This is an optimization exercise on Yosys and OpenROAD, whose aim is small area, not a production implementation.
Function was checked by simulation only, so behaviour that the tests miss may differ from the original.
Power is estimated from default activity; no workload was simulated.

===== design.v =====
package seq_pkg;
  typedef logic [$clog2(8)-1:0] vid_t;
  typedef logic [8-1:0] vinsn_vec_t;
  typedef logic [$clog2(32)-1:0] vreg_t;
  typedef enum logic [2:0] {
    VADD,
    VSUB,
    VMUL,
    VMACC,
    VLE,
    VSE
  } seq_op_e;
  typedef enum logic [1:0] {
    VFU_ALU,
    VFU_MFPU,
    VFU_LOAD,
    VFU_STORE
  } vfu_e;
  typedef enum logic {
    ST_IDLE,
    ST_WAIT
  } seq_state_e;
endpackage
module vec_sequencer (
  input  logic                            clk_i,
  input  logic                            rst_ni,
  input  logic                            req_valid_i,
  output logic                            req_ready_o,
  input  logic [2:0]                      req_op_i,
  input  logic [4:0]                      req_vs1_i,
  input  logic                            req_use_vs1_i,
  input  logic [4:0]                      req_vs2_i,
  input  logic                            req_use_vs2_i,
  input  logic [4:0]                      req_vd_i,
  input  logic                            req_use_vd_i,
  output logic                            resp_valid_o,
  output logic                            resp_error_o,
  output logic                            idle_o,
  output logic                            pe_req_valid_o,
  input  logic                            pe_req_ready_i,
  output logic [2:0]                      pe_req_id_o,
  output logic [2:0]                      pe_req_op_o,
  output logic [4:0]                      pe_req_vs1_o,
  output logic [4:0]                      pe_req_vs2_o,
  output logic [4:0]                      pe_req_vd_o,
  output logic [7:0]                      pe_hazard_vs1_o,
  output logic [7:0]                      pe_hazard_vs2_o,
  output logic [7:0]                      pe_hazard_vd_o,
  output logic [7:0]                      vinsn_running_o,
  output logic [63:0]                     hazard_table_o,
  input  logic [31:0]                     unit_done_i,
  input  logic                            addrgen_ack_i,
  input  logic                            addrgen_error_i
);
  logic is_alu, is_mfpu, is_ld, is_st;
  assign is_alu  = req_op_i[2:1] == 2'b00;
  assign is_mfpu = req_op_i[2:1] == 2'b01;
  assign is_ld   = req_op_i == 3'd4;
  assign is_st   = !is_alu && !is_mfpu && !is_ld;
  logic [7:0] run_q;
  logic [1:0] cnt_alu_q, cnt_mfpu_q;
  logic       busy_ld_q, busy_st_q;
  logic       wait_q;
  logic [7:0][4:0] wreg_q, r1reg_q, r2reg_q;
  logic [7:0]      wlast_q, r1last_q, r2last_q;
  logic       unit_free, full, issue;
  logic [7:0] nsel;
  logic [2:0] nid;
  assign full = &run_q;
  assign unit_free = (is_alu  && !cnt_alu_q[1]) ||
                     (is_mfpu && !cnt_mfpu_q[1]) ||
                     (is_ld   && !busy_ld_q) ||
                     (is_st   && !busy_st_q);
  assign req_ready_o = !wait_q && !(pe_req_valid_o && !pe_req_ready_i) && !full && unit_free;
  assign issue       = req_valid_i && req_ready_o;
  assign resp_valid_o = wait_q && addrgen_ack_i;
  assign resp_error_o = addrgen_error_i;
  always_comb begin
    nsel = '0;
    nid  = '0;
    for (int i = 7; i >= 0; i--) begin
      if (!run_q[i]) begin
        nsel    = '0;
        nsel[i] = 1'b1;
        nid     = 3'(i);
      end
    end
  end
  logic [7:0] done, keep, run_d;
  assign done  = unit_done_i[7:0] | unit_done_i[15:8] | unit_done_i[23:16] | unit_done_i[31:24];
  assign keep  = run_q & ~done;
  assign run_d = keep | (issue ? nsel : 8'h00);
  assign vinsn_running_o = run_q;
  assign idle_o          = ~|run_q;
  logic [7:0] eq_w1, eq_w2, eq_wd;
  logic [7:0] eq_a1, eq_a2, eq_ad;
  logic [7:0] eq_b1, eq_b2, eq_bd;
  logic [7:0] raw1, raw2, war, waw;
  logic [7:0] hz1, hz2, hzd;
  for (genvar i = 0; i < 8; i++) begin : gen_cmp
    assign eq_w1[i] = wreg_q[i] == req_vs1_i;
    assign eq_w2[i] = wreg_q[i] == req_vs2_i;
    assign eq_wd[i] = wreg_q[i] == req_vd_i;
    assign eq_a1[i] = r1reg_q[i] == req_vs1_i;
    assign eq_a2[i] = r1reg_q[i] == req_vs2_i;
    assign eq_ad[i] = r1reg_q[i] == req_vd_i;
    assign eq_b1[i] = r2reg_q[i] == req_vs1_i;
    assign eq_b2[i] = r2reg_q[i] == req_vs2_i;
    assign eq_bd[i] = r2reg_q[i] == req_vd_i;
  end
  assign raw1 = (req_use_vs1_i ? eq_w1 & wlast_q : 8'h00);
  assign raw2 = (req_use_vs2_i ? eq_w2 & wlast_q : 8'h00);
  assign waw  = (req_use_vd_i  ? eq_wd & wlast_q : 8'h00);
  assign war  = (req_use_vd_i  ? (eq_ad & r1last_q) | (eq_bd & r2last_q) : 8'h00);
  assign hz1 = (raw1 | war) & keep;
  assign hz2 = (raw2 | war) & keep;
  assign hzd = waw & keep;
  logic [7:0][7:0] table_q;
  always_ff @(posedge clk_i or negedge rst_ni) begin
    if (!rst_ni) begin
      run_q          <= '0;
      cnt_alu_q      <= '0;
      cnt_mfpu_q     <= '0;
      busy_ld_q      <= 1'b0;
      busy_st_q      <= 1'b0;
      wait_q         <= 1'b0;
      pe_req_valid_o <= 1'b0;
      table_q        <= '0;
    end else begin
      run_q <= run_d;
      if (issue && is_alu && !(|unit_done_i[7:0])) cnt_alu_q <= cnt_alu_q + 2'd1;
      else if (!(issue && is_alu) && (|unit_done_i[7:0])) cnt_alu_q <= cnt_alu_q - 2'd1;
      if (issue && is_mfpu && !(|unit_done_i[15:8])) cnt_mfpu_q <= cnt_mfpu_q + 2'd1;
      else if (!(issue && is_mfpu) && (|unit_done_i[15:8])) cnt_mfpu_q <= cnt_mfpu_q - 2'd1;
      if (issue && is_ld) busy_ld_q <= 1'b1;
      else if (|unit_done_i[23:16]) busy_ld_q <= 1'b0;
      if (issue && is_st) busy_st_q <= 1'b1;
      else if (|unit_done_i[31:24]) busy_st_q <= 1'b0;
      if (wait_q) begin
        if (addrgen_ack_i) wait_q <= 1'b0;
      end else if (issue && (is_ld || is_st)) begin
        wait_q <= 1'b1;
      end
      pe_req_valid_o <= issue || (pe_req_valid_o && !pe_req_ready_i);
      for (int r = 0; r < 8; r++) begin
        for (int j = 0; j < 8; j++) begin
          if (r == j) table_q[r][j] <= 1'b0;
          else table_q[r][j] <= (table_q[r][j] && keep[r] && keep[j]) ||
                                (issue && nsel[r] && (hz1[j] || hz2[j] || hzd[j]));
        end
      end
    end
  end
  assign hazard_table_o = table_q;
  always_ff @(posedge clk_i) begin
    if (issue) begin
      pe_req_id_o     <= nid;
      pe_req_op_o     <= req_op_i;
      pe_req_vs1_o    <= req_vs1_i;
      pe_req_vs2_o    <= req_vs2_i;
      pe_req_vd_o     <= req_vd_i;
      pe_hazard_vs1_o <= hz1;
      pe_hazard_vs2_o <= hz2;
      pe_hazard_vd_o  <= hzd;
      for (int i = 0; i < 8; i++) begin
        if (nsel[i]) begin
          wreg_q[i]   <= req_vd_i;
          r1reg_q[i]  <= req_vs1_i;
          r2reg_q[i]  <= req_vs2_i;
          wlast_q[i]  <= req_use_vd_i;
          r1last_q[i] <= req_use_vs1_i;
          r2last_q[i] <= req_use_vs2_i;
        end else begin
          if (req_use_vd_i && eq_wd[i]) wlast_q[i] <= 1'b0;
          if ((req_use_vs1_i && eq_a1[i]) || (req_use_vs2_i && eq_a2[i])) r1last_q[i] <= 1'b0;
          if ((req_use_vs1_i && eq_b1[i]) || (req_use_vs2_i && eq_b2[i])) r2last_q[i] <= 1'b0;
        end
      end
    end
  end
endmodule

===== run.sh =====
#!/bin/bash
# synth_recipe.tcl (not shown) runs the flow's synth.tcl, then flattens the netlist and writes it again
# the make line also repeats each setting of config.mk as NAME=value (left out here)
make -C /OpenROAD-flow-scripts/flow DESIGN_CONFIG=/design/flow/config.mk WORK_HOME=/design/flow/orfs CLKGATE_MAP_FILE= SYNTH_SCRIPT=/design/flow/synth_recipe.tcl finish

===== config.mk =====
export PLATFORM = sky130hd
export DESIGN_NAME = vec_sequencer
export DESIGN_NICKNAME = vec_sequencer
export VERILOG_FILES = /design/flow/design.v
export SDC_FILE = /design/flow/constraint.sdc
export NUM_CORES = 4
export LEC_CHECK = 0
export CAP_MARGIN = 20
export CORE_MARGIN = 2
export CORE_UTILIZATION = 65
export PLACE_DENSITY = 0.75
export SLEW_MARGIN = 20

===== constraint.sdc =====
create_clock -name core_clock -period 6.0 [get_ports {clk_i}]
set_input_delay 1.2000 -clock core_clock [delete_from_list [all_inputs] [get_ports {clk_i}]]
set_output_delay 1.2000 -clock core_clock [all_outputs]
set_load 0.01 [all_outputs]

==> results.tsv, run 1 <==
stage	metric	value	unit
drt	vias	10500	
pwr	pwr-share-seq	0.473	
place	placed_cells	1589	
grt	grt_pass1_vias	10500	
sta	drv_slew	0	
min_path	worstHoldPathType	reg2reg	
drt	via_per_inst	6.37	
synthesis	synth_top_area_frac	0.405	
pwr	power.switching	1090	uW
cts	cts_resized	0	
sta	grt_setup_unrepaired	no	
drt	wirelength	39.0	mm
finish	diodes	0	
finish	stdcell_count	1642	
place	hpwl	25.7	mm
finish	nets	1406	
critical_path	crit_fanout	12	
drt	drc	0	
pwr	power-per-cell-area	262	mW/mm^2
grt	grt_pass1_wl	58.6	mm
sta	hold_viol	0	
critical_path	worst_setup_path_end_kind	primary output	
grt	overflow	0	
synthesis	synthTopCellsByCount	xor2_1 (208), edfxtp_1 (189), xnor2_1 (158)	
sta	slew_headroom	0.253	
pwr	power.leakage	0.00575	uW
cts	cts_tree	built	
floorplan	num_rows	53	
floorplan	ios	181	
critical_path	critPathArrivalTime	3380	ps
synthesis	synth.most_common_cell	xor2_1	
synthesis	synth_edf_count	189	
cts	cts_sinks	261	
sta	finalSetupViolCount	0	
synthesis	ys_top_cells_by_area	edfxtp_1 (40%), xor2_1 (13%), dfrtp_1 (13%), xnor2_1 (9.9%), nor4_1 (2.6%)	
grt	antenna_found_initial	0	
sta	max_freq	218	MHz
synthesis	synthFlopType	edfxtp_1	
grt	track_usage	0.342	
sta	tns	0	ps
cts	clk_pin_slew	60	ps
sta	min_period_over_period	0.763	
job	cap_violations	0	
synthesis	ys_ff_latch	261	
floorplan	die_h	151	microns
finish	utilization	0.792	
cts	holdBufCountCts	0	
synthesis	synth_cells	1195	
synthesis	yosysTopAreaCell	edfxtp_1	
drt	ant_nets	0	
drt	drt_iter0_drc	1005	
pwr	ir_drop	0.270	mV
floorplan	dieWidth	151	microns
pwr	p_comb_frac	0.125	
finish	syn_to_final_growth	19.1	%
sta	skew	25.1	ps
cts	cts_buffers	28	
critical_path	cp.required	4800	ps
place	globalplace.congestion	0.851	
sta	period_minus_slack	4580	ps
drt	drt_pre_antenna_iters	5	
synthesis	syn_avg_cell_area	11.7	sq um
outcome	outcome	no timing/DRC/antenna violations	
grt	grt_max_degree	73	
cts	htreeDepth	1	
cts	post-cts-setup-buffers	0	
drt	post_drt_wl_per_cell	23.8	microns
synthesis	yosysWarningCount	1	
finish	drive_above_1_share	0.0768	
critical_path	critPathLaunchType	input port	
synthesis	async_flop_share	0.276	
floorplan	core	0.0211	sq mm
pwr	p_clk_frac	0.402	
synthesis	ys_seq_area_frac	0.534	
cts	cts_root_buffer	clkbuf_16	
synthesis	synth_area	0.0140	sq mm
floorplan	dieArea	0.0228	sq mm
place	port_buffers	170	
cts	insertion_delay	560	ps
floorplan	initial_core_util	0.665	
critical_path	criticalPathCategory	in2out	
sta	worst_pin_slew	1120	ps
synthesis	yosys.cell_types.count	51	
cts	cts_buffer_depth	3	
pwr	swShare	0.249	
pwr	p_int	3290	uW
cell type report:
cell class,count,area (sq um)
timing repair buffer,199,1840
multi-input combinational,850,6050
clock inverter,9,93.8
fill,1348,4390
tap,275,344
sequential,261,7480
clock buffer,43,871
inverter,5,20.0
metrics by stage:
| step | cell area, sq um | setup slack, ps | hold WS (ps) | total power, uW |
|---|---|---|---|---|
| 3_3_place_gp | 15700 | 1470 | 462 | 2630 |
| 3_5_place_dp | 15700 | 1500 | 465 | 2640 |
| 5_1_grt | 16700 | 1240 | 483 | 4500 |
| 2_1_floorplan | 14000 | 2510 | 434 | 2420 |
| 6_report | 16700 | 1420 | 470 | 4380 |
| 4_1_cts | 16700 | 1390 | 473 | 4380 |
placed cells by master (no fill, tap or decap), types with 3 or more instances in the layout:
master	count
a21oi_1	40
a22oi_1	22
a31oi_1	22
a32o_1	16
a32oi_1	5
and2_1	30
and3_1	4
buf_2	18
buf_4	28
clkbuf_1	7
clkbuf_16	31
clkbuf_8	5
clkdlybuf4s50_1	152
clkinv_2	5
conb_1	8
dfrtp_1	72
edfxtp_1	189
inv_1	4
nand2_1	32
nand3_1	56
nand4_1	45
nor2_1	66
nor2_2	3
nor2b_1	7
nor3_1	4
nor3b_1	3
nor4_1	59
o211ai_1	4
o21ai_0	14
o22a_1	7
or2_2	4
or4_1	6
xnor2_1	158
xor2_1	208
per-layer routing:
layer / part of all wire / GRT usage / up-vias
li1: - / - / 4589
met1: 0.39 / 0.464 / 5216
met2: 0.49 / 0.578 / 574
met3: 0.094 / 0.0581 / 78
met4: 0.023 / 0.0907 / 0
met5: 0 / 0 / -
logic make-up (layout without fill, tap and decap cells):
kind of cell / count (synthesis) / after routing / share of synthesized area
xor gates and xnor gates: 366 / 366 / 0.229
and+or+nand+nor: 334 / 334 / 0.131
DFF: 261 / 261 / 0.534
AOI/OAI and AO/OA: 139 / 139 / 0.0664
buffers and inverters: 91 / 256 / 0.0373
adders and majority gates: 2 / 2 / 0.00179
other: 1 / 8 / 0.000268
muxes: 1 / 1 / 0.000714
sequential cells by signal, summed over array words and instances, names as in the netlist:
| register | cells |
|---|---|
| busy_ld_q | 1 |
| busy_st_q | 1 |
| cnt_alu_q | 2 |
| cnt_mfpu_q | 2 |
| hazard_table_o | 56 |
| pe_hazard_vd_o | 8 |
| pe_hazard_vs1_o | 8 |
| pe_hazard_vs2_o | 8 |
| pe_req_id_o | 3 |
| pe_req_op_o | 3 |
| pe_req_valid_o | 1 |
| pe_req_vd_o | 5 |
| pe_req_vs1_o | 5 |
| pe_req_vs2_o | 5 |
| r1last_q | 8 |
| r1reg_q | 40 |
| r2last_q | 8 |
| r2reg_q | 40 |
| run_q | 8 |
| wait_q | 1 |
| wlast_q | 8 |
| wreg_q | 40 |
worst max-delay path: stages:
cell and delay, ps:
clkdlybuf4s50_1 510, nor2_1 220, mux2i_1 210, a21oi_1 80, buf_4 210, nor4_1 340, clkdlybuf4s50_1 610
path summary, 6_finish.rpt:
kind | slack, ps | end | cells after the start | from
max | 1420 | req_ready_o | 7 | req_op_i[1]
min | 470 | cnt_mfpu_q[1] | 1 | cnt_mfpu_q[1]
min reg2reg | 470 | cnt_mfpu_q[1] | 1 | cnt_mfpu_q[1]
max in group asynchronous | 4520 | hazard_table_o[46] | 2 | rst_ni
min in group asynchronous | 870 | cnt_alu_q[1] | 2 | rst_ni
max reg2reg | 2760 | r2reg_q[15] | 5 | run_q[0]
power groups by stage:
stage	sequential [uW]	clock, uW	combinational [uW]
global placement	2100	0	526
floorplan	2110	0	315
detailed placement	2100	0	539
finish	2070	1760	549
CTS	2070	1770	545
global route	2080	1840	587
==> inputs of run 2 (changes only) <==
--- a/config.mk
+++ b/config.mk
@@ -7,6 +7,6 @@
 export LEC_CHECK = 0
 export CAP_MARGIN = 20
 export CORE_MARGIN = 2
-export CORE_UTILIZATION = 65
-export PLACE_DENSITY = 0.75
+export CORE_UTILIZATION = 40
+export CTS_BUF_LIST = sky130_fd_sc_hd__clkbuf_2 sky130_fd_sc_hd__clkbuf_4 sky130_fd_sc_hd__clkbuf_8
 export SLEW_MARGIN = 20
==> run 2 against run 1 <==
Clock power increased by 2%. Critical endpoint unchanged. Critical path depth is the same. Synthesized cell count did not move. Register-to-register slack barely moved. Non-clock buffer count increased by 2. Critical path type unchanged. Utilization fell by 30 points. Combinational power hardly changed. Clock skew up 2.1 ps. Via count shrank 1.7%. Hold slack worse by 1.4 ps.
==> results.tsv, run 2 <==
stage	metric	value	unit
outcome	outcome	no timing/DRC/antenna violations	
synthesis	yosysWarningCount	1	
finish	nets	1426	
sta	finalSetupViolCount	0	
synthesis	yosys.cell_types.count	51	
pwr	power-per-cell-area	261	mW/mm^2
critical_path	critical-path-slowest-cell	clkdlybuf4s50_1	
grt	overflow	0	
synthesis	synthXorXnorAreaFrac	0.229	
synthesis	synthFlopType	edfxtp_1	
floorplan	initial_core_util	0.406	
place	globalplace.congestion	0.822	
finish	diodes	0	
min_path	worstHoldPathType	reg2reg	
sta	hold_viol	0	
cts	insertion_delay	600	ps
synthesis	synthAdderAreaFrac	0.00179	
finish	stdcell_count	1857	
synthesis	yosysTopAreaCell	edfxtp_1	
sta	skew	27.2	ps
sta	worst_pin_slew	1030	ps
cts	clk_pin_slew	60	ps
min_path	hold_depth	1	
cts	cts_buffer_depth	3	
critical_path	startpoint	req_op_i[1]	
drt	ant_nets	0	
synthesis	synthSimpleGateAreaFrac	0.131	
pwr	power.leakage	0.00583	uW
critical_path	reg2reg_depth	7	
critical_path	worst_setup_path_end_kind	primary output	
synthesis	synth_top_family_by_area	XOR/XNOR gates	
sta	drv_slew	0	
place	placed_cells	1772	
grt	grt_pass1_vias	10500	
finish	largest_reg_flops	56	
finish	final_area	0.0170	sq mm
cts	htreeDepth	2	
critical_path	crit_fanout	12	
cts	cts_resized	0	
critical_path	cpMostUsedCell	clkdlybuf4s50_1	
critical_path	criticalPathCategory	in2out	
grt	track_usage	0.236	
critical_path	critPathMaxStageDelay	600	ps
cts	post-cts-setup-buffers	0	
critical_path	rrSetupSlack	2770	ps
synthesis	synth_mux_area_frac	0.000714	
drt	vias	10300	
place	placement.cell_area	0.0160	sq mm
place	hpwl	28.6	mm
synthesis	async_flop_share	0.276	
drt	wirelength	43.0	mm
grt	antenna_found_initial	0	
job	cap_violations	0	
drt	drt_iter0_drc	761	
sta	tns	0	ps
pwr	ir_drop	0.172	mV
critical_path	crit_chain	clkdlybuf4s50_1, nor2_1, mux2i_1, a21oi_1, buf_4, nor4_1, clkdlybuf4s50_1	
grt	grt_pass1_wl	64.4	mm
finish	syn_to_final_growth	21.2	%
floorplan	num_rows	68	
drt	via_per_inst	5.53	
finish	layout_commonest_cell	xor2_1	
cts	cts_root_buffer	clkbuf_8	
synthesis	ys_top_cells_by_area	edfxtp_1 (40%), xor2_1 (13%), dfrtp_1 (13%), xnor2_1 (9.9%), nor4_1 (2.6%)	
critical_path	r2r-start	run_q[0]	
pwr	power.total	4420	uW
critical_path	critPathLaunchType	input port	
sta	max_freq	217	MHz
critical_path	critPathArrivalTime	3410	ps
sta	grt_setup_unrepaired	no	
finish	drive_above_1_share	0.103	
place	port_buffers	170	
floorplan	die_h	191	microns
drt	drc	0	
floorplan	dieWidth	191	microns
critical_path	cp.required	4800	ps
floorplan	dieArea	0.0365	sq mm
critical_path	cp-endpoint	req_ready_o	
sta	min_period_over_period	0.768	
synthesis	synth_top_area_frac	0.405	
synthesis	synth_area	0.0140	sq mm
synthesis	synth_cells	1195	
cts	cts_sinks	261	
cts	cts_buffers	46	
synthesis	ys_seq_area_frac	0.534	
floorplan	ios	181	
synthesis	syn_avg_cell_area	11.7	sq um
synthesis	synth_compound_gate_area_share	0.0664	
sta	period_minus_slack	4610	ps
synthesis	synth_edf_count	189	
drt	drt_pre_antenna_iters	5	
cts	holdBufCountCts	0	
synthesis	ys_ff_latch	261	
drt	post_drt_wl_per_cell	23.2	microns
floorplan	core	0.0345	sq mm
sta	slew_headroom	0.310	
synthesis	synth.most_common_cell	xor2_1	
cts	cts_tree	built	
synthesis	synthTopCellsByCount	xor2_1 (208), edfxtp_1 (189), xnor2_1 (158)	
grt	grt_max_degree	73	
finish	final_cell_mix	xor2_1 (208), edfxtp_1 (189), xnor2_1 (158)	
critical_path	rr_endpoint	hazard_table_o[35]	
## run 2: critical path, delay by kind of cell
kind | cells | cell delay [ps]
muxes | 1 | 240
buffers and inverters | 3 | 1320
AOI/OAI and AO/OA | 1 | 90
and+or+nand+nor | 2 | 560
## run 2: worst min path at each step
stage | from | end | slack (ps)
after floorplan | cnt_alu_q[1] | cnt_alu_q[1] | 430
after global routing | cnt_alu_q[1] | cnt_alu_q[1] | 490
final | cnt_alu_q[1] | cnt_alu_q[1] | 470
after CTS | cnt_alu_q[1] | cnt_alu_q[1] | 480
after global placement | cnt_alu_q[1] | cnt_alu_q[1] | 460
after detailed placement | cnt_alu_q[1] | cnt_alu_q[1] | 470
## run 2: per-layer routing
layer,vias up,global-route usage,wire length (microns)
li1,4626,-,-
met1,5192,0.330,19400
met2,366,0.375,20000
met3,93,0.0319,2310
met4,0,0.0861,1320
met5,-,0,0
## run 2: through the flow
step | worst slack, ps | utilization | hold slack (ps)
global route | 1300 | 0.492 | 490
floorplan | 2510 | - | 434
detailed placement | 1390 | 0.462 | 465
global placement | 1440 | 0.462 | 460
finish | 1390 | 0.492 | 468
CTS | 1380 | 0.491 | 476
## run 2: kinds of logic after synthesis
logic type,count (synthesis)
AOI/OAI and AO/OA,139
and+or+nand+nor,334
other,1
buffers and inverters,91
xor gates and xnor gates,366
DFF,261
muxes,1
adders and majority gates,2
## run 2: layout make-up
cell class	instances	area, sq um
fillers	3151	17600
flip-flops and latches	261	7480
multi-input cells	850	6050
repair buffers	201	1860
clock buffers	68	842
well taps	455	569
clock inverters	17	164
inverters	5	20.0
## run 2: where the power goes
group	internal [uW]	switching, uW	total (uW)
sequential	2020	49.9	2070
clock	1030	770	1800
combinational	222	330	552
==> inputs of run 3 (changes only) <==
--- a/config.mk
+++ b/config.mk
@@ -8,5 +8,4 @@
 export CAP_MARGIN = 20
 export CORE_MARGIN = 2
 export CORE_UTILIZATION = 40
-export CTS_BUF_LIST = sky130_fd_sc_hd__clkbuf_2 sky130_fd_sc_hd__clkbuf_4 sky130_fd_sc_hd__clkbuf_8
 export SLEW_MARGIN = 20
==> run 3 against run 2 <==
Fmax increased by 0.50%. Utilization is 0.25 points lower. Largest cell class unchanged. Register-to-register slack lost 30 ps. Critical path type unchanged. First-iteration DRC count is 5.5% lower. Critical endpoint unchanged. Hold slack better by 0.91 ps. Largest power group unchanged. Synthesized cell count is the same.
==> results.tsv, run 3 <==
stage	metric	value	unit
critical_path	startpoint	req_op_i[1]	
cts	cts_buffers	29	
synthesis	synth.most_common_cell	xor2_1	
pwr	power.leakage	0.00574	uW
synthesis	ys_top_cells_by_area	edfxtp_1 (40%), xor2_1 (13%), dfrtp_1 (13%), xnor2_1 (9.9%), nor4_1 (2.6%)	
critical_path	criticalPathCategory	in2out	
cts	clk_pin_slew	60	ps
critical_path	cp-endpoint	req_ready_o	
critical_path	rrSetupSlack	2740	ps
critical_path	worst_setup_path_end_kind	primary output	
grt	overflow	0	
finish	layout_commonest_cell	xor2_1	
pwr	power.total	4340	uW
synthesis	synth_area	0.0140	sq mm
synthesis	synthSimpleGateAreaFrac	0.131	
synthesis	synthTopCellsByCount	xor2_1 (208), edfxtp_1 (189), xnor2_1 (158)	
floorplan	ios	181	
synthesis	ys_ff_latch	261	
sta	worst_pin_slew	981	ps
finish	fill_cells	3136	
grt	grt_pass1_vias	10200	
synthesis	synthXorXnorAreaFrac	0.229	
sta	skew	15.6	ps
synthesis	synth_edf_count	189	
finish	utilization	0.489	
critical_path	cp.required	4800	ps
cts	cts_sinks	261	
job	cap_violations	0	
floorplan	num_rows	68	
place	globalplace.congestion	0.822	
finish	drive_above_1_share	0.0788	
sta	slew_headroom	0.343	
drt	drt_iter0_drc	719	
synthesis	synth_cells	1195	
place	port_buffers	170	
floorplan	core	0.0345	sq mm
cts	holdBufCountCts	0	
drt	post_drt_wl_per_cell	23.3	microns
cts	post-cts-setup-buffers	0	
sta	grt_setup_unrepaired	no	
cts	cts_resized	0	
critical_path	critPathLaunchType	input port	
drt	via_per_inst	5.55	
outcome	outcome	no timing/DRC/antenna violations	
critical_path	reg2reg_depth	7	
floorplan	die_h	191	microns
synthesis	synth_top_family_by_area	XOR/XNOR gates	
grt	grt_max_degree	73	
sta	max_freq	218	MHz
synthesis	synth_top_area_frac	0.405	
sta	min_period_over_period	0.764	
cts	cts_root_buffer	clkbuf_16	
finish	largest_reg_flops	56	
floorplan	dieWidth	191	microns
grt	grt_pass1_wl	63.9	mm
sta	finalSetupViolCount	0	
cts	cts_tree	built	
finish	syn_to_final_growth	20.6	%
sta	hold_viol	0	
drt	drc	0	
floorplan	dieArea	0.0365	sq mm
synthesis	synthFlopType	edfxtp_1	
place	hpwl	28.6	mm
finish	final_cell_mix	xor2_1 (208), edfxtp_1 (189), xnor2_1 (158)	
sta	drv_slew	0	
cts	htreeDepth	1	
finish	diodes	0	
drt	wirelength	42.5	mm
critical_path	rr_endpoint	hazard_table_o[35]	
synthesis	yosys.cell_types.count	51	
grt	track_usage	0.232	
finish	nets	1409	
sta	period_minus_slack	4580	ps
drt	vias	10100	
synthesis	synthAdderAreaFrac	0.00179	
synthesis	async_flop_share	0.276	
sta	tns	0	ps
critical_path	r2r-start	run_q[0]	
grt	antenna_found_initial	0	
pwr	ir_drop	0.265	mV
drt	drt_pre_antenna_iters	5	
synthesis	syn_avg_cell_area	11.7	sq um
synthesis	yosysTopAreaCell	edfxtp_1	
cts	insertion_delay	560	ps
min_path	hp-start	cnt_alu_q[1]	
critical_path	crit_fanout	12	
cts	cts_buffer_depth	3	
critical_path	critPathArrivalTime	3380	ps
drt	ant_nets	0	
min_path	worstHoldPathType	reg2reg	
synthesis	ys_seq_area_frac	0.534	
synthesis	synth_mux_area_frac	0.000714	
floorplan	initial_core_util	0.406	
pwr	power-per-cell-area	257	mW/mm^2
synthesis	yosysWarningCount	1	
synthesis	synth_compound_gate_area_share	0.0664	
run 3: cell counts after synthesis:
No cell type changed its count.
run 3: cells by family after synthesis:
group	Yosys count
simple gates	334
buf+inv	91
compound gates	139
xor+xnor	366
mux	1
flops	261
other cells	1
fa+ha+maj	2
run 3: worst min path at each step:
stage | cells after the start | endpoint | slack [ps]
after CTS | 1 | cnt_alu_q[1] | 480
final | 1 | cnt_alu_q[1] | 470
after global routing | 1 | cnt_alu_q[1] | 490
after detailed placement | 1 | cnt_alu_q[1] | 470
after floorplan | 1 | cnt_alu_q[1] | 430
after global placement | 1 | cnt_alu_q[1] | 460
run 3: per-layer routing:
layer / global-route usage / share of wire / up-vias
met4: 0.0725 / 0.028 / 0
li1: - / - / 4588
met5: 0 / 0 / -
met2: 0.374 / 0.47 / 323
met1: 0.329 / 0.45 / 5148
met3: 0.0270 / 0.051 / 74
run 3: through the flow:
| step | instances | hold WS [ps] | worst slack (ps) | area [sq um] |
|---|---|---|---|---|
| finish | 1826 | 469 | 1420 | 16900 |
| global route | 1826 | 491 | 1290 | 16900 |
| CTS | 1826 | 477 | 1380 | 16900 |
| detailed placement | 1772 | 465 | 1390 | 16000 |
| global placement | 1771 | 460 | 1440 | 16000 |
| floorplan | 1202 | 434 | 2510 | 14000 |
run 3: area by class of cell:
type / count / area [sq um] / share of cell area
Tap cell: 455 / 569 / 0.0337
Sequential cell: 261 / 7480 / 0.443
Multi-Input combinational cell: 850 / 6050 / 0.358
Inverter: 5 / 20.0 / 0.00118
Clock buffer: 44 / 863 / 0.0511
Clock inverter: 10 / 57.6 / 0.00341
Timing Repair Buffer: 201 / 1860 / 0.110
run 3: critical path, stage by stage:
cell,delay (ps)
clkdlybuf4s50_1,530
nor2_1,210
mux2i_1,230
a21oi_1,100
buf_4,200
nor4_1,320
clkdlybuf4s50_1,600
run 3: power breakdown:
| group | internal [uW] | switching, uW | total [uW] |
|---|---|---|---|
| sequential | 2020 | 50.2 | 2070 |
| clock | 989 | 731 | 1720 |
| combinational | 222 | 330 | 553 |
| total | 3230 | 1110 | 4340 |
==> inputs of run 4 (changes only) <==
--- a/config.mk
+++ b/config.mk
@@ -8,4 +8,7 @@
 export CAP_MARGIN = 20
 export CORE_MARGIN = 2
 export CORE_UTILIZATION = 40
+export CTS_BUF_LIST = sky130_fd_sc_hd__clkbuf_8
+export CTS_CLUSTER_DIAMETER = 50
+export CTS_CLUSTER_SIZE = 20
 export SLEW_MARGIN = 20
==> run 4 against run 3 <==
Critical path type unchanged. Sequential share of layout area is 0.48 points higher. Largest cell class unchanged. Critical endpoint unchanged. Synthesized cell count stayed put. Sequential power hardly changed. Clock power is 16% lower. Critical path depth stayed put. Total power is 6.2% lower.
==> results.tsv, run 4 <==
stage	metric	value	unit
sta	worst_slack	1420	ps
sta	hold_viol	0	
cts	insertion_delay	570	ps
grt	track_usage	0.234	
drt	drt_iter0_drc	870	
drt	wirelength	42.6	mm
floorplan	ios	181	
critical_path	cp.required	4800	ps
finish	final_cell_mix	xor2_1 (208), edfxtp_1 (189), xnor2_1 (158)	
synthesis	synth_area	0.0140	sq mm
finish	drive_above_1_share	0.0899	
critical_path	crit_fanout	12	
critical_path	startpoint	req_op_i[1]	
synthesis	syn_avg_cell_area	11.7	sq um
job	cap_violations	0	
grt	grt_pass1_wl	63.8	mm
finish	layout_commonest_cell	xor2_1	
drt	post_drt_wl_per_cell	23.2	microns
cts	clk_pin_slew	80	ps
grt	overflow	0	
sta	finalSetupViolCount	0	
cts	cts_buffers	34	
sta	tns	0	ps
synthesis	ys_top_cells_by_area	edfxtp_1 (40%), xor2_1 (13%), dfrtp_1 (13%), xnor2_1 (9.9%), nor4_1 (2.6%)	
cts	holdBufCountCts	0	
floorplan	core	0.0345	sq mm
outcome	outcome	no timing/DRC/antenna violations	
synthesis	synthFlopType	edfxtp_1	
finish	nets	1414	
critical_path	path_delay_family	buffers and inverters	
sta	drv_slew	0	
critical_path	crit_buf_inv	3	
critical_path	cpMostUsedCell	clkdlybuf4s50_1	
sta	slew_headroom	0.314	
critical_path	worst_setup_path_end_kind	primary output	
sta	period_minus_slack	4580	ps
synthesis	synth.most_common_cell	xor2_1	
grt	grt_pass1_vias	10300	
synthesis	ys_ff_latch	261	
synthesis	synth_edf_count	189	
pwr	ir_drop	0.230	mV
finish	regArea	0.00748	sq mm
critical_path	crit_chain	clkdlybuf4s50_1, nor2_1, mux2i_1, a21oi_1, buf_4, nor4_1, clkdlybuf4s50_1	
synthesis	yosysWarningCount	1	
min_path	worstHoldPathType	reg2reg	
critical_path	critPathArrivalTime	3380	ps
floorplan	die_h	191	microns
synthesis	yosysTopAreaCell	edfxtp_1	
finish	multi_input_area	0.00605	sq mm
pwr	swShare	0.281	
critical_path	rrSetupSlack	2770	ps
cts	post-cts-setup-buffers	0	
cts	cts_buffer_depth	3	
synthesis	synth_top_area_frac	0.405	
floorplan	num_rows	68	
pwr	power.switching	1140	uW
synthesis	ys_seq_area_frac	0.534	
pwr	p_int	2930	uW
cts	htreeDepth	2	
pwr	p_clk_frac	0.357	
place	hpwl	28.6	mm
drt	vias	10100	
cts	cts_tree	built	
sta	grt_setup_unrepaired	no	
pwr	power.leakage	0.00567	uW
sta	skew	23.3	ps
grt	grt_max_degree	73	
critical_path	critPathMaxStageDelay	590	ps
sta	worst_pin_slew	1020	ps
place	globalplace.congestion	0.822	
pwr	p_comb_frac	0.135	
cts	cts_root_buffer	clkbuf_8	
floorplan	dieArea	0.0365	sq mm
pwr	power-per-cell-area	244	mW/mm^2
finish	syn_to_final_growth	19.3	%
critical_path	cp.depth	7	
pwr	pwr-share-seq	0.507	
drt	drt_pre_antenna_iters	5	
finish	fill_cells	3178	
critical_path	critical-path-slowest-cell	clkdlybuf4s50_1	
sta	hold_slack	474	ps
drt	ant_nets	0	
drt	drc	0	
cts	cts_sinks	261	
synthesis	async_flop_share	0.276	
critical_path	criticalPathCategory	in2out	
critical_path	critPathLaunchType	input port	
critical_path	rr_endpoint	hazard_table_o[38]	
floorplan	dieWidth	191	microns
synthesis	synth_cells	1195	
critical_path	r2r-start	run_q[0]	
finish	diodes	0	
place	pre_cts_slack	1390	ps
critical_path	reg2reg_depth	7	
drt	via_per_inst	5.53	
synthesis	synthTopCellsByCount	xor2_1 (208), edfxtp_1 (189), xnor2_1 (158)	
critical_path	cp-endpoint	req_ready_o	
sta	max_freq	218	MHz
floorplan	initial_core_util	0.406	
place	port_buffers	170	
finish	largest_reg_flops	56	
cts	cts_resized	0	
grt	antenna_found_initial	0	
synthesis	yosys.cell_types.count	51	
sta	min_period_over_period	0.763	
[run 4: cell count changes in the layout (fill, tap and decap cells not counted), moves of 3 or more]
cell       previous run  this run
clkinv_4              1         4
clkbuf_16            30         0
inv_6                 1         5
clkbuf_1              8         0
clkbuf_8              6        40
[run 4: metal layers]
metal,GRT usage,wire length (microns),share of wire
met1,0.328,19400,0.45
met2,0.367,19700,0.46
met3,0.0343,2140,0.050
met4,0.0888,1410,0.033
met5,0,0,0
[run 4: power by group through the flow]
stage	logic (uW)	clock network [uW]	registers, uW
after floorplan	315	0	2110
after global placement	547	0	2110
after detailed placement	553	0	2110
after CTS	555	1480	2070
after global routing	597	1550	2070
final	551	1450	2070
[run 4: cell families after synthesis]
family / after synthesis / share of synthesized area
compound gates: 139 / 0.0664
xor+xnor: 366 / 0.229
fa+ha+maj: 2 / 0.00179
buf+inv: 91 / 0.0373
flops: 261 / 0.534
mux: 1 / 0.000714
other cells: 1 / 0.000268
simple gates: 334 / 0.131
[run 4: worst min-delay path by stage]
stage / startpoint / end / slack [ps] / cells past startpoint
finish: cnt_alu_q[1] / cnt_alu_q[1] / 470 / 1
global route: cnt_alu_q[1] / cnt_alu_q[1] / 490 / 1
CTS: cnt_alu_q[1] / cnt_alu_q[1] / 480 / 1
detailed placement: cnt_alu_q[1] / cnt_alu_q[1] / 470 / 1
global placement: cnt_alu_q[1] / cnt_alu_q[1] / 460 / 1
floorplan: cnt_alu_q[1] / cnt_alu_q[1] / 430 / 1
[run 4: area by class of cell]
type / count / area share
clock inverters: 22 / 0.0114
clock buffers: 40 / 0.0329
multi-input cells: 850 / 0.362
well taps: 455 / 0.0341
inverters: 5 / 0.00120
flip-flops and latches: 261 / 0.447
repair buffers: 201 / 0.111
[run 4: through the flow]
step            util  cell area [sq um]  std cells  power, uW
6_report       0.484              16700       1834       4070
5_1_grt        0.484              16700       1834       4220
4_1_cts        0.484              16700       1834       4100
3_5_place_dp   0.462              16000       1772       2660
3_3_place_gp   0.462              16000       1771       2650
2_1_floorplan      -              14000       1202       2420
==> inputs of run 5 (changes only) <==
--- a/config.mk
+++ b/config.mk
@@ -8,7 +8,7 @@
 export CAP_MARGIN = 20
 export CORE_MARGIN = 2
 export CORE_UTILIZATION = 40
-export CTS_BUF_LIST = sky130_fd_sc_hd__clkbuf_8
-export CTS_CLUSTER_DIAMETER = 50
-export CTS_CLUSTER_SIZE = 20
+export CTS_BUF_LIST = sky130_fd_sc_hd__clkbuf_4
+export CTS_CLUSTER_DIAMETER = 40
+export CTS_CLUSTER_SIZE = 10
 export SLEW_MARGIN = 20
==> run 5 against run 4 <==
Global-route usage is essentially flat. Setup slack worse by 47 ps. Sequential power about the same. Largest cell class unchanged. Largest power group unchanged.
==> results.tsv, run 5 <==
stage	metric	value	unit
cts	cts_buffer_depth	3	
sta	drv_slew	0	
pwr	pwr-share-seq	0.522	
critical_path	cp.depth	7	
cts	insertion_delay	730	ps
grt	grt_pass1_wl	63.8	mm
pwr	p_int	2910	uW
grt	antenna_found_initial	1	
critical_path	critPathMaxStageDelay	600	ps
sta	worst_slack	1370	ps
cts	holdBufCountCts	0	
sta	tns	0	ps
pwr	power.switching	1040	uW
critical_path	cp-endpoint	req_ready_o	
finish	nets	1418	
synthesis	synth_edf_count	189	
cts	cts_sinks	261	
finish	largest_reg_flops	56	
min_path	worstHoldPathType	reg2reg	
finish	final_cell_mix	xor2_1 (208), edfxtp_1 (189), xnor2_1 (158)	
sta	finalSetupViolCount	0	
cts	cts_tree	built	
synthesis	synth_cells	1195	
critical_path	startpoint	req_op_i[1]	
drt	wirelength	42.6	mm
synthesis	synth_area	0.0140	sq mm
critical_path	critPathLaunchType	input port	
critical_path	reg2reg_depth	7	
synthesis	yosys.cell_types.count	51	
grt	track_usage	0.234	
drt	post_drt_wl_per_cell	23.2	microns
finish	syn_to_final_growth	18.4	%
synthesis	synthTopCellsByCount	xor2_1 (208), edfxtp_1 (189), xnor2_1 (158)	
critical_path	criticalPathCategory	in2out	
sta	min_period_over_period	0.771	
job	cap_violations	0	
pwr	p_comb_frac	0.140	
synthesis	ys_ff_latch	261	
finish	fill_cells	3178	
drt	drt_iter0_drc	784	
grt	overflow	0	
grt	grt_max_degree	73	
drt	ant_nets	0	
place	port_buffers	170	
critical_path	critical-path-slowest-cell	clkdlybuf4s50_1	
place	globalplace.congestion	0.822	
floorplan	initial_core_util	0.406	
drt	vias	10200	
synthesis	synthFlopType	edfxtp_1	
floorplan	dieArea	0.0365	sq mm
floorplan	die_h	191	microns
critical_path	r2r-start	run_q[0]	
cts	cts_root_buffer	clkbuf_4	
grt	grt_pass1_vias	10300	
critical_path	crit_buf_inv	3	
synthesis	synth_top_area_frac	0.405	
sta	skew	59.7	ps
synthesis	ys_top_cells_by_area	edfxtp_1 (40%), xor2_1 (13%), dfrtp_1 (13%), xnor2_1 (9.9%), nor4_1 (2.6%)	
sta	slew_headroom	0.320	
critical_path	cpMostUsedCell	clkdlybuf4s50_1	
pwr	ir_drop	0.152	mV
synthesis	async_flop_share	0.276	
floorplan	num_rows	68	
floorplan	dieWidth	191	microns
finish	drive_above_1_share	0.0911	
critical_path	rrSetupSlack	2720	ps
pwr	power.leakage	0.00563	uW
drt	drc	0	
synthesis	synth.most_common_cell	xor2_1	
drt	drt_pre_antenna_iters	5	
sta	worst_pin_slew	1020	ps
critical_path	crit_chain	clkdlybuf4s50_1, nor2_1, mux2i_1, a21oi_1, buf_4, nor4_1, clkdlybuf4s50_1	
finish	utilization	0.480	
place	placement.cell_area	0.0160	sq mm
floorplan	core	0.0345	sq mm
cts	htreeDepth	2	
sta	hold_viol	0	
critical_path	path_delay_family	buffers and inverters	
sta	max_freq	216	MHz
synthesis	ys_seq_area_frac	0.534	
finish	layout_commonest_cell	xor2_1	
floorplan	ios	181	
critical_path	worst_setup_path_end_kind	primary output	
cts	clk_pin_slew	100	ps
pwr	power-per-cell-area	238	mW/mm^2
sta	hold_slack	475	ps
drt	via_per_inst	5.56	
synthesis	yosysWarningCount	1	
cts	post-cts-setup-buffers	0	
finish	final_area	0.0166	sq mm
synthesis	syn_avg_cell_area	11.7	sq um
cts	cts_buffers	38	
cts	cts_resized	0	
synthesis	yosysTopAreaCell	edfxtp_1	
critical_path	critPathArrivalTime	3430	ps
critical_path	rr_endpoint	hazard_table_o[35]	
sta	period_minus_slack	4630	ps
outcome	outcome	no timing/DRC/antenna violations	
critical_path	crit_fanout	12	
place	hpwl	28.6	mm
sta	grt_setup_unrepaired	no	
place	pre_cts_slack	1390	ps
pwr	swShare	0.264	
pwr	p_clk_frac	0.338	
critical_path	cp.required	4800	ps
run 5: cell types whose count changed in the layout (fill, tap and decap cells not counted), moves of 3 or more:
cell | previous run | this run
clkbuf_8 | 40 | 0
inv_6 | 5 | 0
clkinv_1 | 1 | 4
clkbuf_4 | 0 | 46
clkinv_4 | 4 | 0
bufinv_16 | 1 | 7
run 5: per-stage QoR:
| step | power (uW) | std cells |
|---|---|---|
| CTS | 3990 | 1838 |
| floorplan | 2420 | 1202 |
| global route | 4120 | 1839 |
| detailed placement | 2660 | 1772 |
| global placement | 2650 | 1771 |
| finish | 3960 | 1839 |
run 5: kinds of logic after synthesis:
kind of cell             share of synthesized area
AO/OA/AOI/OAI                               0.0664
XOR/XNOR                                     0.229
adder cells (fa/ha/maj)                    0.00179
buffers and inverters                       0.0373
flip-flops                                   0.534
multiplexers                              0.000714
other                                     0.000268
AND/OR/NAND/NOR                              0.131
run 5: power by group through the flow:
| stage | clock network (uW) | registers, uW | logic [uW] |
|---|---|---|---|
| final | 1340 | 2070 | 552 |
| after global routing | 1450 | 2070 | 597 |
| after CTS | 1370 | 2070 | 555 |
| after detailed placement | 0 | 2110 | 553 |
| after global placement | 0 | 2110 | 547 |
| after floorplan | 0 | 2110 | 315 |
run 5: worst min-delay path by stage:
stage	start	to	slack, ps	cells after the start
2_1_floorplan	cnt_alu_q[1]	cnt_alu_q[1]	430	1
3_3_place_gp	cnt_alu_q[1]	cnt_alu_q[1]	460	1
3_5_place_dp	cnt_alu_q[1]	cnt_alu_q[1]	470	1
4_1_cts	cnt_alu_q[1]	cnt_alu_q[1]	480	1
5_1_grt	cnt_alu_q[1]	cnt_alu_q[1]	500	1
6_report	cnt_alu_q[1]	cnt_alu_q[1]	480	1
run 5: layout make-up:
cell class | count | area (sq um) | area share
Timing Repair Buffer | 201 | 1860 | 0.112
Antenna cell | 1 | 2.50 | 0.000151
Clock buffer | 46 | 345 | 0.0208
Inverter | 5 | 20.0 | 0.00121
Tap cell | 455 | 569 | 0.0343
Sequential cell | 261 | 7480 | 0.451
Multi-Input combinational cell | 850 | 6050 | 0.365
Clock inverter | 20 | 274 | 0.0165
run 5: worst register-to-register path: cells and delay by family (launching register included):
kind	cells	cell delay [ps]
flops	1	830
simple gates	3	790
compound gates	2	610
buf+inv	2	930
run 5: layer usage:
| layer | routed length [microns] | vias up | GRT usage |
|---|---|---|---|
| li1 | - | 4611 | - |
| met1 | 19300 | 5181 | 0.327 |
| met2 | 19800 | 333 | 0.367 |
| met3 | 2120 | 92 | 0.0351 |
| met4 | 1470 | 0 | 0.0935 |
| met5 | 0 | - | 0 |
==> inputs of run 6 (changes only) <==
==> flow/run.sh (new file) <==
#!/bin/bash
# Standard layout, with the port buffers made from the smallest buffer cell.
set -euo pipefail
export BUFFER_PORTS_ARGS="-buffer_cell sky130_fd_sc_hd__buf_1"
bash standard.sh finish > standard_make.log 2>&1
==> standard.sh (new file) <==
#!/bin/bash
# synth_recipe.tcl (not shown) runs the flow's synth.tcl, then flattens the netlist and writes it again
# the make line also repeats each setting of config.mk as NAME=value (left out here)
make -C /OpenROAD-flow-scripts/flow DESIGN_CONFIG=/design/flow/config.mk WORK_HOME=/design/flow/orfs CLKGATE_MAP_FILE= SYNTH_SCRIPT=/design/flow/synth_recipe.tcl "${@:-finish}"
--- a/config.mk
+++ b/config.mk
@@ -8,7 +8,4 @@
 export CAP_MARGIN = 20
 export CORE_MARGIN = 2
 export CORE_UTILIZATION = 40
-export CTS_BUF_LIST = sky130_fd_sc_hd__clkbuf_4
-export CTS_CLUSTER_DIAMETER = 40
-export CTS_CLUSTER_SIZE = 10
 export SLEW_MARGIN = 20
removed: run.sh
==> run 6 against run 5 <==
Still clean on timing, DRC and antenna. Setup slack better by 870 ps. Register-to-register slack better by 40 ps. Critical path depth stayed put. First-iteration DRC count is 1.0% higher. Largest cell class unchanged. Largest power group unchanged.
==> results.tsv, run 6 <==
stage	metric	value	unit
outcome	outcome	no timing/DRC/antenna violations	
cts	cts_resized	0	
sta	period_minus_slack	3760	ps
floorplan	ios	181	
drt	wirelength	41.5	mm
floorplan	num_rows	68	
critical_path	critical-path-slowest-cell	nor4_1	
critical_path	cp.depth	7	
critical_path	crit_fanout	12	
sta	min_period_over_period	0.627	
drt	via_per_inst	5.59	
cts	post-cts-setup-buffers	0	
cts	cts_tree	built	
synthesis	synth_edf_count	189	
floorplan	core	0.0345	sq mm
drt	vias	10200	
pwr	power.switching	1100	uW
min_path	hold_depth	1	
finish	layout_commonest_cell	xor2_1	
pwr	power.total	4340	uW
pwr	swShare	0.254	
floorplan	die_h	191	microns
drt	drc	0	
floorplan	dieWidth	191	microns
drt	drt_iter0_drc	792	
critical_path	reg2reg_depth	7	
critical_path	crit_buf_inv	3	
grt	overflow	0	
synthesis	yosys.cell_types.count	51	
synthesis	ys_seq_area_frac	0.534	
sta	drv_slew	0	
synthesis	yosysTopAreaCell	edfxtp_1	
finish	drive_above_1_share	0.0794	
min_path	worstHoldPathType	reg2reg	
grt	track_usage	0.226	
sta	max_freq	266	MHz
synthesis	synth_top_area_frac	0.405	
finish	syn_to_final_growth	14.1	%
drt	post_drt_wl_per_cell	22.7	microns
synthesis	ys_top_cells_by_area	edfxtp_1 (40%), xor2_1 (13%), dfrtp_1 (13%), xnor2_1 (9.9%), nor4_1 (2.6%)	
drt	drt_pre_antenna_iters	5	
finish	final_cell_mix	xor2_1 (208), edfxtp_1 (189), xnor2_1 (158)	
finish	utilization	0.463	
sta	hold_viol	0	
synthesis	synth_mux_area_frac	0.000714	
synthesis	synth_cells	1195	
cts	cts_root_buffer	clkbuf_16	
floorplan	initial_core_util	0.406	
synthesis	synth_compound_gate_area_share	0.0664	
grt	grt_pass1_wl	62.0	mm
synthesis	async_flop_share	0.276	
place	placement.cell_area	0.0150	sq mm
synthesis	synthAdderAreaFrac	0.00179	
sta	grt_setup_unrepaired	no	
finish	final_area	0.0160	sq mm
synthesis	yosysWarningCount	1	
critical_path	cpMostUsedCell	buf_1	
pwr	ir_drop	0.204	mV
synthesis	synthFlopType	edfxtp_1	
job	cap_violations	0	
critical_path	cp.required	4800	ps
place	globalplace.congestion	0.835	
sta	tns	0	ps
synthesis	ys_ff_latch	261	
sta	skew	12.3	ps
cts	cts_buffer_depth	3	
synthesis	synth.most_common_cell	xor2_1	
critical_path	path_delay_family	buffers and inverters	
cts	insertion_delay	560	ps
place	port_buffers	170	
grt	grt_pass1_vias	10000	
critical_path	worst_setup_path_end_kind	primary output	
critical_path	critPathMaxStageDelay	350	ps
finish	diodes	0	
cts	htreeDepth	1	
critical_path	critPathArrivalTime	2560	ps
sta	finalSetupViolCount	0	
synthesis	synth_area	0.0140	sq mm
place	hpwl	27.5	mm
pwr	power.leakage	0.00538	uW
pwr	power-per-cell-area	271	mW/mm^2
sta	worst_pin_slew	1030	ps
pwr	p_int	3240	uW
pwr	p_clk_frac	0.409	
synthesis	synthTopCellsByCount	xor2_1 (208), edfxtp_1 (189), xnor2_1 (158)	
finish	largest_reg_flops	56	
synthesis	synthSimpleGateAreaFrac	0.131	
pwr	p_comb_frac	0.114	
finish	nets	1411	
critical_path	criticalPathCategory	in2out	
sta	slew_headroom	0.316	
critical_path	crit_chain	buf_1, nor2_1, mux2i_1, a21oi_1, buf_4, nor4_1, buf_1	
synthesis	synthXorXnorAreaFrac	0.229	
floorplan	dieArea	0.0365	sq mm
cts	holdBufCountCts	0	
synthesis	syn_avg_cell_area	11.7	sq um
grt	grt_max_degree	61	
cts	clk_pin_slew	60	ps
cts	cts_sinks	261	
grt	antenna_found_initial	0	
synthesis	synth_top_family_by_area	XOR/XNOR gates	
cts	cts_buffers	29	
pwr	pwr-share-seq	0.477	
drt	ant_nets	0	
critical_path	critPathLaunchType	input port	
run 6: changes by cell type in the layout (fill, tap and decap cells not counted), moves of 2 or more:
| cell | before | now |
|---|---|---|
| clkbuf_1 | 0 | 9 |
| bufinv_16 | 7 | 3 |
| clkinv_2 | 7 | 5 |
| clkbuf_2 | 0 | 16 |
| clkbuf_8 | 0 | 3 |
| clkbuf_16 | 0 | 29 |
| buf_1 | 0 | 153 |
| buf_2 | 17 | 1 |
| clkdlybuf4s50_1 | 153 | 0 |
| clkbuf_4 | 46 | 0 |
run 6: layout make-up:
class / instances / area (sq um)
Fill cell: 3254 / 18500
Timing Repair Buffer: 203 / 927
Inverter: 5 / 20.0
Tap cell: 455 / 569
Sequential cell: 261 / 7480
Multi-Input combinational cell: 850 / 6060
Clock inverter: 13 / 141
Clock buffer: 41 / 801
run 6: cell families after synthesis:
kind of cell | after synthesis
fa+ha+maj | 2
buf+inv | 91
other cells | 1
mux | 1
simple gates | 334
compound gates | 139
flops | 261
xor+xnor | 366
run 6: power groups by stage:
stage	registers (uW)	logic, uW	clock network (uW)
after floorplan	2110	315	0
after global placement	2110	485	0
after detailed placement	2100	496	0
after CTS	2070	498	1810
after global routing	2080	541	1880
final	2070	497	1780
run 6: path summary, 6_finish.rpt:
path	start	endpoint	slack, ps
setup / recovery	req_op_i[1]	req_ready_o	2240
hold / removal	cnt_mfpu_q[1]	cnt_mfpu_q[1]	480
setup reg to reg	run_q[0]	hazard_table_o[38]	2760
hold reg to reg	cnt_mfpu_q[1]	cnt_mfpu_q[1]	480
max in group asynchronous	rst_ni	hazard_table_o[28]	4370
min in group asynchronous	rst_ni	run_q[2]	530
run 6: routing by layer:
layer / GRT usage / part of all wire / vias to the layer above
li1: - / - / 4593
met1: 0.306 / 0.44 / 5186
met2: 0.363 / 0.47 / 347
met3: 0.0375 / 0.057 / 87
met4: 0.0840 / 0.034 / 0
met5: 0 / 0 / -
run 6: worst reg2reg max path, stage by stage, from the launching register on:
cell	delay, ps
dfrtp_1	800
nand4_4	280
o21ai_2	340
or2_2	520
clkinv_2	530
buf_12	350
a32oi_1	220
nor2_1	60
run 6: per-stage QoR:
step	std cells	hold WS [ps]	setup WS [ps]
after global routing	1828	513	2100
after detailed placement	1773	462	2090
final	1828	475	2240
after CTS	1827	473	2250
after global placement	1772	465	1690
after floorplan	1202	434	2510
==> inputs of run 7 (changes only) <==
==> flow/run.sh (replaced) <==
#!/bin/bash
# Standard layout with smaller port buffers and a lighter clock tree.
set -euo pipefail
export BUFFER_PORTS_ARGS="-buffer_cell sky130_fd_sc_hd__buf_1"
export CTS_ARGS="-sink_clustering_enable -repair_clock_nets -dont_use_dummy_load -buf_list {sky130_fd_sc_hd__clkbuf_8} -sink_clustering_size 20 -sink_clustering_max_diameter 50"
bash standard.sh finish > standard_make.log 2>&1
==> run 7 against run 6 <==
Still clean. Total power is 15% lower. Utilization is 1.3 points lower. Combinational power hardly changed. Critical endpoint unchanged.
==> results.tsv, run 7 <==
stage	metric	value	unit
synthesis	synth_edf_count	189	
floorplan	num_rows	68	
place	hpwl	27.5	mm
sta	max_freq	266	MHz
drt	wl_met1	18.0	mm
synthesis	synth.most_common_cell	xor2_1	
cts	cts_buffer_depth	3	
drt	drt_iter0_drc	816	
job	cap_violations	0	
synthesis	synth_cells	1195	
drt	wirelength	41.5	mm
pwr	ir_drop	0.187	mV
critical_path	worst_setup_path_end_kind	primary output	
synthesis	ys_seq_area_frac	0.534	
pwr	swShare	0.272	
grt	grt_max_degree	61	
synthesis	synth_area	0.0140	sq mm
critical_path	criticalPathCategory	in2out	
grt	antenna_found_initial	0	
drt	highest_layer	met4	
cts	insertion_delay	560	ps
finish	diodes	0	
sta	skew	93.2	ps
grt	overflow	0	
sta	worst_pin_slew	997	ps
floorplan	core	0.0345	sq mm
sta	drv_slew	0	
synthesis	yosys.cell_types.count	51	
sta	period_minus_slack	3760	ps
drt	drt_pre_antenna_iters	6	
synthesis	syn_avg_cell_area	11.7	sq um
sta	finalSetupViolCount	0	
pwr	power-per-cell-area	239	mW/mm^2
drt	post_drt_wl_per_cell	22.9	microns
grt	grt_pass1_vias	10100	
finish	layout_commonest_cell	xor2_1	
cts	cts_buffers	35	
drt	drc	0	
cts	cts_tree	built	
pwr	p_clk_frac	0.309	
drt	dr_wl_met3	2.52	mm
drt	vias	10200	
place	port_buffers	170	
finish	largest_reg_flops	56	
sta	hold_slack	475	ps
cts	clk_pin_slew	60	ps
synthesis	ys_top_cells_by_area	edfxtp_1 (40%), xor2_1 (13%), dfrtp_1 (13%), xnor2_1 (9.9%), nor4_1 (2.6%)	
pwr	p_int	2700	uW
floorplan	die_h	191	microns
synthesis	async_flop_share	0.276	
grt	track_usage	0.225	
sta	tns	0	ps
synthesis	yosysWarningCount	1	
synthesis	synthTopCellsByCount	xor2_1 (208), edfxtp_1 (189), xnor2_1 (158)	
outcome	outcome	no timing/DRC/antenna violations	
floorplan	dieWidth	191	microns
finish	drive_above_1_share	0.0761	
cts	cts_root_buffer	clkbuf_8	
pwr	power.switching	1010	uW
finish	fill_cells	3288	
sta	hold_viol	0	
critical_path	critPathArrivalTime	2560	ps
pwr	pwr-share-seq	0.557	
finish	nets	1417	
cts	cts_resized	0	
finish	final_cell_mix	xor2_1 (208), edfxtp_1 (189), xnor2_1 (158)	
cts	holdBufCountCts	0	
min_path	worstHoldPathType	reg2reg	
cts	cts_sinks	261	
sta	slew_headroom	0.335	
floorplan	initial_core_util	0.406	
floorplan	dieArea	0.0365	sq mm
cts	post-cts-setup-buffers	0	
place	globalplace.congestion	0.835	
drt	via_per_inst	5.64	
synthesis	yosysTopAreaCell	edfxtp_1	
pwr	p_comb_frac	0.134	
cts	htreeDepth	2	
sta	min_period_over_period	0.627	
sta	grt_setup_unrepaired	no	
critical_path	critPathLaunchType	input port	
pwr	power.leakage	0.00517	uW
critical_path	cp.required	4800	ps
synthesis	synthFlopType	edfxtp_1	
drt	ant_nets	0	
critical_path	crit_fanout	12	
drt	wl_met2	19.7	mm
synthesis	ys_ff_latch	261	
synthesis	synth_top_area_frac	0.405	
finish	syn_to_final_growth	10.8	%
grt	grt_pass1_wl	61.7	mm
floorplan	ios	181	
-- run 7: cell count changes in the layout (fill, tap and decap cells not counted), sizes merged --
cell,previous run,this run
bufinv,3,0
clkbuf,57,51
clkinv,9,1
clkinvlp,1,0
inv,5,4
-- run 7: worst paths after layout --
| path | end | startpoint | depth (start not counted) | slack [ps] |
|---|---|---|---|---|
| max reg2reg | hazard_table_o[39] | run_q[0] | 7 | 2800 |
| min reg2reg | cnt_mfpu_q[1] | cnt_mfpu_q[1] | 1 | 480 |
| min in group asynchronous | run_q[2] | rst_ni | 1 | 510 |
| max in group asynchronous | hazard_table_o[28] | rst_ni | 2 | 4390 |
| min | cnt_mfpu_q[1] | cnt_mfpu_q[1] | 1 | 480 |
| max | req_ready_o | req_op_i[1] | 7 | 2240 |
-- run 7: cell families after synthesis --
logic type | after synthesis | synth area share
and+or+nand+nor | 334 | 0.131
muxes | 1 | 0.000714
adders and majority gates | 2 | 0.00179
DFF | 261 | 0.534
AOI/OAI and AO/OA | 139 | 0.0664
xor gates and xnor gates | 366 | 0.229
other | 1 | 0.000268
buffers and inverters | 91 | 0.0373
-- run 7: power groups by stage --
stage	Sequential, uW	Clock (uW)	Combinational [uW]
finish	2070	1150	496
global route	2070	1230	540
CTS	2070	1180	498
detailed placement	2100	0	496
global placement	2110	0	485
floorplan	2110	0	315
-- run 7: worst max-delay path, stage by stage --
cell	delay [ps]
buf_1	150
nor2_1	180
mux2i_1	190
a21oi_1	80
buf_4	200
nor4_1	350
buf_1	200
-- run 7: through the flow --
| stage | cells | total power, uW | setup WS (ps) | area (sq um) | util |
|---|---|---|---|---|---|
| after floorplan | 1202 | 2420 | 2510 | 14000 | - |
| after global placement | 1772 | 2590 | 1690 | 15000 | 0.434 |
| after detailed placement | 1773 | 2600 | 2090 | 15000 | 0.435 |
| after CTS | 1808 | 3740 | 2250 | 15500 | 0.449 |
| after global routing | 1809 | 3850 | 2100 | 15500 | 0.450 |
| final | 1809 | 3710 | 2240 | 15500 | 0.450 |
-- run 7: final cells by class --
class                      count  area [sq um]  area share
tap                          455           569      0.0366
clock buffer                  35           482      0.0310
timing repair buffer         203           927      0.0597
sequential                   261          7480       0.481
inverter                       5          20.0     0.00129
multi-input combinational    850          6060       0.390
-- run 7: routing by layer --
layer | vias up | global-route usage
li1 | 4563 | -
met1 | 5172 | 0.306
met2 | 377 | 0.364
met3 | 84 | 0.0352
met4 | 0 | 0.0822
met5 | - | 0
==> inputs of run 8 (changes only) <==
==> flow/run.sh (replaced) <==
#!/bin/bash
# Standard layout with smaller port buffers and a lighter clock tree.
set -euo pipefail
export BUFFER_PORTS_ARGS="-buffer_cell sky130_fd_sc_hd__buf_1"
export CTS_ARGS="-sink_clustering_enable -repair_clock_nets -dont_use_dummy_load -buf_list {sky130_fd_sc_hd__clkbuf_4} -sink_clustering_size 10 -sink_clustering_max_diameter 40"
bash standard.sh finish > standard_make.log 2>&1
==> run 8 against run 7 <==
Still clean. Synthesized cell count stayed put. Non-clock buffer count stayed put. Cell count is 0.44% higher. Via count is 0.54% higher. Sequential power hardly changed. Hold slack worse by 110 ps. Utilization is 0.47 points lower. Critical path type unchanged. Critical endpoint unchanged. Largest power group unchanged.
==> results.tsv, run 8 <==
stage	metric	value	unit
outcome	outcome	no timing/DRC/antenna violations	
synthesis	syn_avg_cell_area	11.7	sq um
grt	grt_max_degree	61	
critical_path	critPathArrivalTime	2560	ps
critical_path	critPathLaunchType	input port	
finish	fill_cells	3335	
synthesis	ys_top_cells_by_area	edfxtp_1 (40%), xor2_1 (13%), dfrtp_1 (13%), xnor2_1 (9.9%), nor4_1 (2.6%)	
sta	min_period_over_period	0.627	
finish	drive_above_1_share	0.0808	
synthesis	ys_ff_latch	261	
finish	multi_input_area	0.00606	sq mm
synthesis	synth_edf_count	189	
cts	cts_buffers	42	
pwr	ir_drop	0.119	mV
sta	skew	125	ps
cts	htreeDepth	2	
drt	ant_nets	0	
drt	drt_pre_antenna_iters	5	
cts	clk_pin_slew	110	ps
drt	wirelength	41.3	mm
cts	insertion_delay	740	ps
grt	grt_pass1_wl	61.6	mm
floorplan	dieWidth	191	microns
synthesis	yosysWarningCount	1	
place	port_buffers	170	
pwr	p_int	2500	uW
synthesis	synth_cells	1195	
critical_path	worst_setup_path_end_kind	primary output	
finish	regArea	0.00748	sq mm
cts	cts_root_buffer	clkbuf_4	
drt	drc	0	
synthesis	async_flop_share	0.276	
pwr	p_clk_frac	0.265	
pwr	power-per-cell-area	227	mW/mm^2
sta	worst_pin_slew	1020	ps
synthesis	synth.most_common_cell	xor2_1	
pwr	swShare	0.281	
drt	via_per_inst	5.64	
finish	final_cell_mix	xor2_1 (208), edfxtp_1 (189), xnor2_1 (158)	
finish	layout_commonest_cell	xor2_1	
sta	tns	0	ps
finish	largest_reg_flops	56	
sta	finalSetupViolCount	0	
pwr	pwr-share-seq	0.593	
drt	drt_iter0_drc	793	
floorplan	ios	181	
finish	nets	1424	
place	hpwl	27.5	mm
sta	drv_slew	0	
min_path	worstHoldPathType	in2async	
sta	hold_viol	0	
drt	post_drt_wl_per_cell	22.8	microns
synthesis	synthFlopType	edfxtp_1	
critical_path	criticalPathCategory	in2out	
grt	grt_pass1_vias	10100	
synthesis	synth_top_area_frac	0.405	
floorplan	initial_core_util	0.406	
grt	overflow	0	
synthesis	synth_area	0.0140	sq mm
drt	vias	10300	
pwr	power.switching	981	uW
cts	cts_resized	0	
floorplan	core	0.0345	sq mm
critical_path	cp.required	4800	ps
job	cap_violations	0	
grt	track_usage	0.225	
floorplan	num_rows	68	
grt	antenna_found_initial	1	
synthesis	yosys.cell_types.count	51	
cts	cts_tree	built	
cts	post-cts-setup-buffers	0	
sta	grt_setup_unrepaired	no	
cts	cts_buffer_depth	3	
finish	utilization	0.445	
finish	syn_to_final_growth	9.67	%
synthesis	ys_seq_area_frac	0.534	
critical_path	crit_fanout	12	
pwr	power.leakage	0.00512	uW
cts	holdBufCountCts	0	
pwr	p_comb_frac	0.142	
place	globalplace.congestion	0.835	
cts	cts_sinks	261	
floorplan	dieArea	0.0365	sq mm
floorplan	die_h	191	microns
synthesis	yosysTopAreaCell	edfxtp_1	
synthesis	synthTopCellsByCount	xor2_1 (208), edfxtp_1 (189), xnor2_1 (158)	
sta	slew_headroom	0.318	
sta	max_freq	266	MHz
sta	period_minus_slack	3760	ps
==> run 8: cells by family (layout without fill, tap and decap cells) <==
| logic type | Yosys count | count (layout) | share of synthesized area |
|---|---|---|---|
| buf+inv | 91 | 250 | 0.0373 |
| fa+ha+maj | 2 | 2 | 0.00179 |
| xor+xnor | 366 | 366 | 0.229 |
| mux | 1 | 1 | 0.000714 |
| other cells | 1 | 9 | 0.000268 |
| simple gates | 334 | 334 | 0.131 |
| compound gates | 139 | 139 | 0.0664 |
| flops | 261 | 261 | 0.534 |
==> run 8: worst max-delay path, stage by stage <==
cell and delay (ps):
buf_1 150, nor2_1 180, mux2i_1 190, a21oi_1 80, buf_4 200, nor4_1 350
buf_1 200
==> run 8: path summary, 6_finish.rpt <==
kind,from,endpoint,slack (ps),cells after the start
worst max-delay path,req_op_i[1],req_ready_o,2240,7
worst min-delay path,rst_ni,run_q[2],370,1
worst max register to register,run_q[0],hazard_table_o[38],2750,7
worst min register to register,cnt_mfpu_q[1],cnt_mfpu_q[1],480,1
max in group asynchronous,rst_ni,hazard_table_o[7],4530,2
min in group core_clock,cnt_mfpu_q[1],cnt_mfpu_q[1],480,1
==> run 8: power groups by stage <==
| stage | registers (uW) | logic, uW | clock network [uW] |
|---|---|---|---|
| after floorplan | 2110 | 315 | 0 |
| after detailed placement | 2100 | 496 | 0 |
| after CTS | 2070 | 497 | 957 |
| after global placement | 2110 | 485 | 0 |
| final | 2070 | 496 | 924 |
| after global routing | 2070 | 540 | 1020 |
==> run 8: final cells by class <==
| class | instances | area share |
|---|---|---|
| flip-flops and latches | 261 | 0.486 |
| multi-input cells | 850 | 0.394 |
| repair buffers | 203 | 0.0603 |
| well taps | 455 | 0.0370 |
| clock buffers | 42 | 0.0205 |
| inverters | 5 | 0.00130 |
| diodes | 1 | 0.000163 |
==> run 8: metrics by stage <==
stage               setup WS [ps]  instances  cell area, sq um  hold slack (ps)  power (uW)
detailed placement           2090       1773             15000              462        2600
floorplan                    2510       1202             14000              434        2420
CTS                          2220       1815             15300              322        3520
global route                 2070       1817             15400              336        3630
global placement             1690       1772             15000              465        2590
finish                       2240       1817             15400              367        3480
==> run 8: metal layers <==
metal / track usage / share of wire / wire (microns)
met5: 0 / 0 / 0
met4: 0.0923 / 0.033 / 1370
met3: 0.0422 / 0.069 / 2840
met2: 0.358 / 0.47 / 19500
met1: 0.302 / 0.43 / 17600

re-timing with driven ports:
No port has a modelled driver above. Below, the same layouts with a new extraction and two added sets of constraints.
Step 1 sets driving cells, clkbuf_16 on the clock port and buf_2 on the other inputs (assumed; they add their load-dependent delay and slew).
Step 2 times the ports against the registers' clock, not the clock port: input delays grow and output delays shrink by t, the midpoint of the rising clock arrivals with the driver on.
Slacks: no drivers / after step 1 / after step 2; pairs: no drivers / after step 1.
run	shift t [ns]	setup slack, ns	clock arrival spread, ns
run 1	0.599	1.423 / 1.389 / 1.389	0.026 / 0.027
run 2	0.633	1.395 / 1.374 / 1.374	0.038 / 0.038
run 3	0.597	1.417 / 1.397 / 1.397	0.020 / 0.021
run 4	0.597	1.420 / 1.400 / 1.400	0.025 / 0.025
run 5	0.727	1.373 / 1.353 / 1.353	0.087 / 0.087
run 6	0.607	2.240 / 2.211 / 2.118	0.013 / 0.013
run 7	0.568	2.240 / 2.209 / 2.209	0.105 / 0.105
run 8	0.716	2.235 / 2.197 / 2.153	0.138 / 0.138
After both steps every run listed still meets setup and hold. For run 6, which loses most, drivers alone change the setup slack by -0.029 ns; drivers and shift together by -0.122 ns.
